What follows belongs to an exercise in optimizing a design on an open flow for small area, a short achievable clock period and few clock cycles per item; a production flow would make more cautious choices.
RTL that was checked went through simulation tests only; none was proved equivalent to the original.

==> flow/design.v <==
`default_nettype none
module mod_vector_seq #(
  parameter int N  = 8,
  parameter int W  = 16,
  parameter int WW = 32,
  parameter int K  = 4
) (
  input  logic            clk,
  input  logic            rst,
  input  logic            in_valid,
  output logic            in_ready,
  input  logic [N*WW-1:0] in_vec,
  input  logic [W-1:0]    q_in,
  input  logic            signed_mode,
  output logic            out_valid,
  input  logic            out_ready,
  output logic [N*W-1:0]  out_vec,
  output logic            err
);
  localparam int G  = WW / K;            
  localparam int GL = (WW - W) / K;      
  localparam int GW = $clog2(G);
  logic [GW-1:0]  ld_cnt;                
  logic           act;                   
  logic           bb_v;                  
  logic           bb_last;               
  logic           prim;                  
  logic [K-1:0]   bb    [N];             
  logic [W-1:0]   h_r   [N];             
  logic [W-1:0]   q1_r;                  
  logic [W-1:0]   nq_r;                  
  logic           qz_r;                  
  logic [W-1:0]   r     [N];             
  logic [W-1:0]   h0    [N];             
  logic [W-1:0]   rs    [N];             
  logic idle, stall, start, qlong, qzero;
  logic [GW-1:0] g0, ld_sel;
  assign stall  = out_valid & ~out_ready;
  assign idle   = ~act & ~bb_v;
  assign start  = idle & prim & in_valid & ~stall;
  assign qlong  = q_in[W-1];
  assign qzero  = (q_in == '0);
  assign g0     = qlong ? GW'(GL) : '0;
  assign ld_sel = act ? ld_cnt : start ? g0 + 1'b1 : g0;
  assign in_ready = act & (ld_cnt == GW'(G - 1));
  function automatic logic [W-1:0] step(input logic [W-1:0] rr,
                                        input logic         b,
                                        input logic [W-1:0] nq);
    logic [W:0]   t;
    logic [W+1:0] s;
    t = {rr, b};
    s = {1'b0, t} + {2'b01, nq} + 1'b1;
    step = s[W+1] ? s[W-1:0] : t[W-1:0];
  endfunction
  always_comb begin
    for (int i = 0; i < N; i++) begin
      logic [WW-1:0] x;
      logic          sneg;
      logic [W-1:0]  h, a;
      logic [W:0]    s;
      x    = in_vec[i*WW +: WW];
      sneg = signed_mode & x[WW-1] & ~qzero;
      h    = qlong ? x[WW-1 -: W] : {W{sneg}};
      s    = {1'b0, h} + {1'b0, sneg ? q_in : ~q_in} + {{W{1'b0}}, ~sneg};
      h0[i] = (sneg | s[W]) ? s[W-1:0] : h;
      a = idle ? h_r[i] : r[i];
      for (int j = K - 1; j >= 0; j--)
        a = step(a, bb[i][j] & ~qz_r, (j == K - 1) ? ~q1_r : nq_r);
      rs[i] = a;
    end
  end
  always_ff @(posedge clk) begin
    for (int i = 0; i < N; i++) begin
      bb[i]  <= in_vec[i*WW + WW - 1 - int'(ld_sel) * K -: K];
      h_r[i] <= h0[i];
      if (!stall)
        r[i] <= rs[i];
    end
    if (!act) begin
      q1_r <= q_in;
      nq_r <= ~q_in;
      qz_r <= qzero;
    end
  end
  always_ff @(posedge clk or posedge rst) begin
    if (rst) begin
      act       <= 1'b0;
      bb_v      <= 1'b0;
      bb_last   <= 1'b0;
      prim      <= 1'b0;
      ld_cnt    <= '0;
      out_valid <= 1'b0;
      err       <= 1'b0;
    end else begin
      prim    <= in_valid;
      bb_v    <= start | act;
      bb_last <= act & (ld_cnt == GW'(G - 1));
      if (start) begin
        act    <= 1'b1;
        ld_cnt <= g0 + 2'd2;
      end else if (act) begin
        ld_cnt <= ld_cnt + 1'b1;
        if (ld_cnt == GW'(G - 1))
          act <= 1'b0;
      end
      if (out_valid && out_ready)
        out_valid <= 1'b0;
      if (bb_v && bb_last) begin
        out_valid <= 1'b1;
        err       <= qz_r;
      end
    end
  end
  always_comb
    for (int i = 0; i < N; i++)
      out_vec[i*W +: W] = r[i];
endmodule
`default_nettype wire
clock: 22.0 ns
lec_check: 0
abc_area: 1
cap_margin: 30
core_margin: 2
core_utilization: 40
slew_margin: 30
standard.sh (not shown) runs the stock make flow with config.mk's settings and CLKGATE_MAP_FILE= SYNTH_SCRIPT=/design/flow/synth_recipe.tcl, a recipe that flattens the netlist after the stock synthesis.
==> flow/flow/run.sh <==
#!/bin/bash
set -euo pipefail
bash standard.sh SETUP_SLACK_MARGIN=12.5 finish > standard_flow.log 2>&1
Testbench counts at the start, summed over its fixed seeds: cycles 8,208, items 2,048.
Edit:
--- a/flow/design.v
+++ b/flow/design.v
@@ -25,6 +25,7 @@
   logic           bb_v;                  
   logic           bb_last;               
   logic           prim;                  
+  logic           idle;                  
   logic [K-1:0]   bb    [N];             
   logic [W-1:0]   h_r   [N];             
   logic [W-1:0]   q1_r;                  
@@ -33,16 +34,17 @@
   logic [W-1:0]   r     [N];             
   logic [W-1:0]   h0    [N];             
   logic [W-1:0]   rs    [N];             
-  logic idle, stall, start, qlong, qzero;
+  logic stall, start, qlong, qzero, act_nx, bb_v_nx;
   logic [GW-1:0] g0, ld_sel;
   assign stall  = out_valid & ~out_ready;
-  assign idle   = ~act & ~bb_v;
   assign start  = idle & prim & in_valid & ~stall;
   assign qlong  = q_in[W-1];
   assign qzero  = (q_in == '0);
   assign g0     = qlong ? GW'(GL) : '0;
   assign ld_sel = act ? ld_cnt : start ? g0 + 1'b1 : g0;
   assign in_ready = act & (ld_cnt == GW'(G - 1));
+  assign bb_v_nx  = start | act;
+  assign act_nx   = start | (act & (ld_cnt != GW'(G - 1)));
   function automatic logic [W-1:0] step(input logic [W-1:0] rr,
                                         input logic         b,
                                         input logic [W-1:0] nq);
@@ -86,6 +88,7 @@
     if (rst) begin
       act       <= 1'b0;
       bb_v      <= 1'b0;
+      idle      <= 1'b1;
       bb_last   <= 1'b0;
       prim      <= 1'b0;
       ld_cnt    <= '0;
@@ -93,7 +96,8 @@
       err       <= 1'b0;
     end else begin
       prim    <= in_valid;
-      bb_v    <= start | act;
+      bb_v    <= bb_v_nx;
+      idle    <= ~act_nx & ~bb_v_nx;
       bb_last <= act & (ld_cnt == GW'(G - 1));
       if (start) begin
         act    <= 1'b1;
The changed run went through all stages and came out clean; wire length climbs by a little under a tenth; worst setup slack degrades by 0.12 ns; core utilization goes up by 0.13 points; clock skew went up by 0.010 ns; final area rose by a few percent; synthesized cell count is higher by a few percent; final cell count rises by a few percent; flip-flop and latch count increases by 1; fmax is lower slightly.
For the second run of this note, only the layout was checked, not whether the RTL still works.

========
## old
// mod_vector_seq: RTL as listed in full above, without the edits since
export LEC_CHECK = 0
export ABC_AREA = 1
export CAP_MARGIN = 30
export CORE_MARGIN = 2
export CORE_UTILIZATION = 40
export SLEW_MARGIN = 30
create_clock -name core_clock -period 22.0 [get_ports {clk}]
==> flow/flow/run.sh <==
#!/bin/bash
set -euo pipefail
bash standard.sh SETUP_SLACK_MARGIN=14.5 finish > standard_flow.log 2>&1
Testbench counts of old, summed over its fixed seeds: cycles 8,208, items 2,048.
--- input diff old..new ---
diff --git a/flow/design.v b/flow/design.v
--- a/flow/design.v
+++ b/flow/design.v
@@ -3,7 +3,7 @@
   parameter int N  = 8,
   parameter int W  = 16,
   parameter int WW = 32,
-  parameter int K  = 4
+  parameter int K  = 2
 ) (
   input  logic            clk,
   input  logic            rst,
@@ -24,24 +24,22 @@
   logic           act;                   
   logic           bb_v;                  
   logic           bb_last;               
-  logic           prim;                  
   logic [K-1:0]   bb    [N];             
-  logic [W-1:0]   h_r   [N];             
   logic [W-1:0]   q1_r;                  
   logic [W-1:0]   nq_r;                  
   logic           qz_r;                  
   logic [W-1:0]   r     [N];             
-  logic [W-1:0]   h0    [N];             
+  logic [W-1:0]   r0    [N];             
   logic [W-1:0]   rs    [N];             
   logic idle, stall, start, qlong, qzero;
   logic [GW-1:0] g0, ld_sel;
   assign stall  = out_valid & ~out_ready;
   assign idle   = ~act & ~bb_v;
-  assign start  = idle & prim & in_valid & ~stall;
+  assign start  = idle & in_valid & ~stall;
   assign qlong  = q_in[W-1];
   assign qzero  = (q_in == '0);
   assign g0     = qlong ? GW'(GL) : '0;
-  assign ld_sel = act ? ld_cnt : start ? g0 + 1'b1 : g0;
+  assign ld_sel = idle ? g0 : ld_cnt;
   assign in_ready = act & (ld_cnt == GW'(G - 1));
   function automatic logic [W-1:0] step(input logic [W-1:0] rr,
                                         input logic         b,
@@ -55,28 +53,31 @@
   always_comb begin
     for (int i = 0; i < N; i++) begin
       logic [WW-1:0] x;
-      logic          sneg;
+      logic          sneg, add;
       logic [W-1:0]  h, a;
-      logic [W:0]    s;
+      logic [W:0]    t;
+      logic [W+1:0]  s;
       x    = in_vec[i*WW +: WW];
-      sneg = signed_mode & x[WW-1] & ~qzero;
+      sneg = signed_mode & x[WW-1];
       h    = qlong ? x[WW-1 -: W] : {W{sneg}};
-      s    = {1'b0, h} + {1'b0, sneg ? q_in : ~q_in} + {{W{1'b0}}, ~sneg};
-      h0[i] = (sneg | s[W]) ? s[W-1:0] : h;
-      a = idle ? h_r[i] : r[i];
-      for (int j = K - 1; j >= 0; j--)
+      add  = idle & sneg;
+      a    = r[i];
+      for (int j = K - 1; j >= 1; j--)
         a = step(a, bb[i][j] & ~qz_r, (j == K - 1) ? ~q1_r : nq_r);
-      rs[i] = a;
+      t    = idle ? {1'b0, h} : {a, bb[i][0] & ~qz_r};
+      s    = {1'b0, t} + (!idle ? {2'b01, nq_r} : add ? {2'b00, q_in} : {2'b01, ~q_in})
+           + {{(W+1){1'b0}}, ~add};
+      rs[i] = (s[W+1] | add) ? s[W-1:0] : t[W-1:0];
+      r0[i] = rs[i] & {W{~qzero}};
     end
   end
   always_ff @(posedge clk) begin
     for (int i = 0; i < N; i++) begin
-      bb[i]  <= in_vec[i*WW + WW - 1 - int'(ld_sel) * K -: K];
-      h_r[i] <= h0[i];
+      bb[i] <= in_vec[i*WW + WW - 1 - int'(ld_sel) * K -: K];
       if (!stall)
-        r[i] <= rs[i];
+        r[i] <= idle ? r0[i] : rs[i];
     end
-    if (!act) begin
+    if (idle) begin
       q1_r <= q_in;
       nq_r <= ~q_in;
       qz_r <= qzero;
@@ -87,17 +88,15 @@
       act       <= 1'b0;
       bb_v      <= 1'b0;
       bb_last   <= 1'b0;
-      prim      <= 1'b0;
       ld_cnt    <= '0;
       out_valid <= 1'b0;
       err       <= 1'b0;
     end else begin
-      prim    <= in_valid;
       bb_v    <= start | act;
       bb_last <= act & (ld_cnt == GW'(G - 1));
       if (start) begin
         act    <= 1'b1;
-        ld_cnt <= g0 + 2'd2;
+        ld_cnt <= g0 + 1'b1;
       end else if (act) begin
         ld_cnt <= ld_cnt + 1'b1;
         if (ld_cnt == GW'(G - 1))
Findings:
new ends up with lower cell area after layout than old does.
[compare] base=old new=new: slew at the pin closest to its max-slew limit fell 0.093 ns; via count moved down.
new: met2 routing resource usage after global routing is 6.3 points lower than what old reported.
Comparing old and new, non-clock inverter count in the final layout is lower on old.
[compare] base=old new=new: tap cell instance count saw a decrease; number of flops mapped to enable cells by yosys saw little to no change.
new against old: register area decreased by 35% relative to the old numbers, share of synthesized cell area in full adder, half adder and majority cells decreased by 4.5 points relative to the old numbers.
Floorplan check, new vs old: die outline smaller in new
Only the layout flow was run in new; the RTL was not checked for function there.

========
Starts from the design.v that is shown in full above.
make LEC_CHECK=0 ABC_AREA=1 CAP_MARGIN=20 CORE_MARGIN=2 CORE_UTILIZATION=40 SLEW_MARGIN=20 finish   # period 22.0 ns
run.sh (not shown) runs the stock make flow with config.mk's settings and CLKGATE_MAP_FILE= SYNTH_SCRIPT=/design/flow/synth_recipe.tcl, a recipe that flattens the netlist after the stock synthesis.
Stock flow here: none of the scripts above is used.
Testbench counts at the start, summed over its fixed seeds: cycles 8,208, items 2,048.
Change:
--- a/flow/design.v
+++ b/flow/design.v
@@ -24,26 +24,27 @@
   logic           act;                   
   logic           bb_v;                  
   logic           bb_last;               
   logic           prim;                  
+  logic           idle;                  
   logic [K-1:0]   bb    [N];             
   logic [W-1:0]   h_r   [N];             
   logic [W-1:0]   q1_r;                  
   logic [W-1:0]   nq_r;                  
   logic           qz_r;                  
   logic [W-1:0]   r     [N];             
   logic [W-1:0]   h0    [N];             
   logic [W-1:0]   rs    [N];             
-  logic idle, stall, start, qlong, qzero;
-  logic [GW-1:0] g0, ld_sel;
+  logic stall, start, qlong, qzero, act_nx, bb_v_nx;
+  logic [GW-1:0] g0;
   assign stall  = out_valid & ~out_ready;
-  assign idle   = ~act & ~bb_v;
-  assign start  = idle & prim & in_valid & ~stall;
+  assign start  = idle & prim & ~stall;    
   assign qlong  = q_in[W-1];
   assign qzero  = (q_in == '0);
   assign g0     = qlong ? GW'(GL) : '0;
-  assign ld_sel = act ? ld_cnt : start ? g0 + 1'b1 : g0;
   assign in_ready = act & (ld_cnt == GW'(G - 1));
+  assign bb_v_nx  = start | act;
+  assign act_nx   = start | (act & (ld_cnt != GW'(G - 1)));
   function automatic logic [W-1:0] step(input logic [W-1:0] rr,
                                         input logic         b,
                                         input logic [W-1:0] nq);
     logic [W:0]   t;
@@ -70,9 +71,16 @@
     end
   end
   always_ff @(posedge clk) begin
     for (int i = 0; i < N; i++) begin
-      bb[i]  <= in_vec[i*WW + WW - 1 - int'(ld_sel) * K -: K];
+      logic [WW-1:0] x;
+      x = in_vec[i*WW +: WW];
+      if (act)
+        bb[i] <= x[WW - 1 - int'(ld_cnt) * K -: K];
+      else if (start)
+        bb[i] <= qlong ? x[WW - 1 - (GL + 1) * K -: K] : x[WW - 1 - K -: K];
+      else
+        bb[i] <= qlong ? x[WW - 1 - GL * K -: K] : x[WW - 1 -: K];
       h_r[i] <= h0[i];
       if (!stall)
         r[i] <= rs[i];
     end
@@ -85,16 +93,18 @@
   always_ff @(posedge clk or posedge rst) begin
     if (rst) begin
       act       <= 1'b0;
       bb_v      <= 1'b0;
+      idle      <= 1'b1;
       bb_last   <= 1'b0;
       prim      <= 1'b0;
       ld_cnt    <= '0;
       out_valid <= 1'b0;
       err       <= 1'b0;
     end else begin
       prim    <= in_valid;
-      bb_v    <= start | act;
+      bb_v    <= bb_v_nx;
+      idle    <= ~act_nx & ~bb_v_nx;
       bb_last <= act & (ld_cnt == GW'(G - 1));
       if (start) begin
         act    <= 1'b1;
         ld_cnt <= g0 + 2'd2;
Design area climbs by a few percent. Non-clock buffer count climbs by 9. Wire length climbs by a few percent. Worst setup slack improved by 0.42 ns. Clock skew drops by 0.015 ns. Via count climbs by a few percent. Critical path depth is unchanged. Global-route usage drops by 0.56 points. Die area climbs by a few percent. Hold slack improved by 0.068 ns. Clock-buffer cell count climbs by 3. Area after synthesis climbs by a few percent. Sequential cell count climbs by 1.
No functional check of the RTL was part of the second run of this note.

========
== rev 12 ==
RTL: the design.v shown in full above, as it stands there.
Settings: LEC_CHECK=0, ABC_AREA=1, CAP_MARGIN=30, CORE_MARGIN=2, CORE_UTILIZATION=40, SLEW_MARGIN=30; clock period 22.0 ns.
standard.sh (not shown) runs the stock make flow with config.mk's settings and CLKGATE_MAP_FILE= SYNTH_SCRIPT=/design/flow/synth_recipe.tcl, a recipe that flattens the netlist after the stock synthesis.
==> flow/flow/run.sh <==
#!/bin/bash
# Standard synthesis and layout, with these changes to how the layout is made:
# - port buffers use the plain buf_1 cell (every input and output port is
#   still buffered);
set -euo pipefail
export BUFFER_PORTS_ARGS="-buffer_cell sky130_fd_sc_hd__buf_1"
bash standard.sh SETUP_SLACK_MARGIN=13.5 MATCH_CELL_FOOTPRINT=0 \
  "BUFFER_PORTS_ARGS=-buffer_cell sky130_fd_sc_hd__buf_1" finish > standard_flow.log 2>&1
Testbench counts of rev 12, summed over its fixed seeds: cycles 8,208, items 2,048.
[inputs] rev 13 vs rev 12
==> flow/design.v <==
`default_nettype none
module mod_vector_seq #(
  parameter int N  = 8,
  parameter int W  = 16,
  parameter int WW = 32,
  parameter int K  = 4
) (
  input  logic            clk,
  input  logic            rst,
  input  logic            in_valid,
  output logic            in_ready,
  input  logic [N*WW-1:0] in_vec,
  input  logic [W-1:0]    q_in,
  input  logic            signed_mode,
  output logic            out_valid,
  input  logic            out_ready,
  output logic [N*W-1:0]  out_vec,
  output logic            err
);
  localparam int G  = WW / K;            
  localparam int GL = (WW - W) / K;      
  localparam int GW = $clog2(G);
  logic [GW-1:0]  ld_cnt;                
  logic           act;                   
  logic           bb_v;                  
  logic           bb_last;               
  logic [K-1:0]   bb    [N];             
  logic [W-1:0]   q_r;                   
  logic           qz_r;                  
  logic [W-1:0]   r     [N];             
  logic [W-1:0]   r0    [N];             
  logic [W-1:0]   rs    [N];             
  logic idle, stall, start, qlong, qzero;
  logic [GW-1:0] g0, ld_sel;
  assign stall  = out_valid & ~out_ready;
  assign idle   = ~act & ~bb_v;
  assign start  = idle & in_valid & ~stall;
  assign qlong  = q_in[W-1];
  assign qzero  = (q_in == '0);
  assign g0     = qlong ? GW'(GL) : '0;
  assign ld_sel = idle ? g0 : ld_cnt;
  assign in_ready = act & (ld_cnt == GW'(G - 1));
  function automatic logic [W-1:0] step(input logic [W-1:0] rr,
                                        input logic         b,
                                        input logic [W-1:0] q);
    logic [W:0]   t;
    logic [W+1:0] s;
    t = {rr, b};
    s = {1'b0, t} + {2'b01, ~q} + 1'b1;
    step = s[W+1] ? s[W-1:0] : t[W-1:0];
  endfunction
  logic [W-1:0] qa;
  assign qa = idle ? q_in : q_r;
  always_comb begin
    for (int i = 0; i < N; i++) begin
      logic [WW-1:0] x;
      logic          sneg, add;
      logic [W-1:0]  h, a;
      logic [W:0]    t;
      logic [W+1:0]  s;
      x    = in_vec[i*WW +: WW];
      sneg = signed_mode & x[WW-1];
      h    = qlong ? x[WW-1 -: W] : {W{sneg}};
      add  = idle & sneg;
      a    = r[i];
      for (int j = K - 1; j >= 1; j--)
        a = step(a, bb[i][j] & ~qz_r, q_r);
      t    = idle ? {1'b0, h} : {a, bb[i][0] & ~qz_r};
      s    = {1'b0, t} + (add ? {2'b00, qa} : {2'b01, ~qa}) + {{(W+1){1'b0}}, ~add};
      rs[i] = (s[W+1] | add) ? s[W-1:0] : t[W-1:0];
      r0[i] = rs[i] & {W{~qzero}};
    end
  end
  always_ff @(posedge clk) begin
    for (int i = 0; i < N; i++) begin
      bb[i] <= in_vec[i*WW + WW - 1 - int'(ld_sel) * K -: K];
      if (!stall)
        r[i] <= idle ? r0[i] : rs[i];
    end
    if (idle) begin
      q_r  <= q_in;
      qz_r <= qzero;
    end
  end
  always_ff @(posedge clk or posedge rst) begin
    if (rst) begin
      act       <= 1'b0;
      bb_v      <= 1'b0;
      bb_last   <= 1'b0;
      ld_cnt    <= '0;
      out_valid <= 1'b0;
      err       <= 1'b0;
    end else begin
      bb_v    <= start | act;
      bb_last <= act & (ld_cnt == GW'(G - 1));
      if (start) begin
        act    <= 1'b1;
        ld_cnt <= g0 + 1'b1;
      end else if (act) begin
        ld_cnt <= ld_cnt + 1'b1;
        if (ld_cnt == GW'(G - 1))
          act <= 1'b0;
      end
      if (out_valid && out_ready)
        out_valid <= 1'b0;
      if (bb_v && bb_last) begin
        out_valid <= 1'b1;
        err       <= qz_r;
      end
    end
  end
  always_comb
    for (int i = 0; i < N; i++)
      out_vec[i*W +: W] = r[i];
endmodule
`default_nettype wire
## What came out
Worst-case hold slack in rev 13 is 0.0088 ns above rev 12.
Area after synthesis down 18% in rev 13 wrt rev 12
Maximum number of pins on one net before global-route repair (rev 13 vs. rev 12) increases by more than half
Across both runs, total track usage was lower for rev 13 than for rev 12.
Smallest setup slack after layout improves in rev 13 relative to rev 12.
Final non-filler cell area is higher on rev 12
Summary of the comparison: total wire length is lower in rev 13, relative to rev 12.
Testbench counts of rev 13, summed over its fixed seeds: cycles 10,248, items 2,048.

## port drivers added, routing unchanged
In the flow no input, the clock included, has a driving cell. The finished layouts below were timed again as built, in two steps.
Step 1: set_driving_cell puts a clkbuf_16 on clk and a buf_2 on each other input, an assumption about the parent block.
Step 2 adds t to the input delays and takes it off the output delays; t is the mean of the earliest and latest rising clock arrival at the registers after step 1. Input paths then give back, and output paths get back, about the clock's delay inside the block.
Three values: ideal, step 1, step 2; two values: the first two.
| run | shift t [ns] | slack for setup (ns) | clock arrival spread, ns |
|---|---|---|---|
| the first run of note 1 | 0.729 | 12.648 / 12.670 / 11.941 | 0.043 / 0.044 |
| the second run of note 1 | 0.721 | 12.526 / 12.583 / 11.862 | 0.051 / 0.050 |
| old | 0.721 | 14.057 / 14.057 / 13.740 | 0.036 / 0.036 |
| new | 0.573 | 14.577 / 14.533 / 13.960 | 0.022 / 0.022 |
| the first run of note 3 | 0.728 | 9.546 / 9.546 / 9.546 | 0.060 / 0.059 |
| the second run of note 3 | 0.731 | 9.970 / 9.970 / 9.970 | 0.045 / 0.044 |
| rev 12 | 0.740 | 13.442 / 13.495 / 12.754 | 0.045 / 0.045 |
| rev 13 | 0.607 | 13.715 / 13.715 / 13.211 | 0.021 / 0.021 |
After both steps setup and hold are still met in every run listed. For the first run of note 1, which loses most, drivers alone change the setup slack by +0.022 ns; drivers and shift together by -0.707 ns.
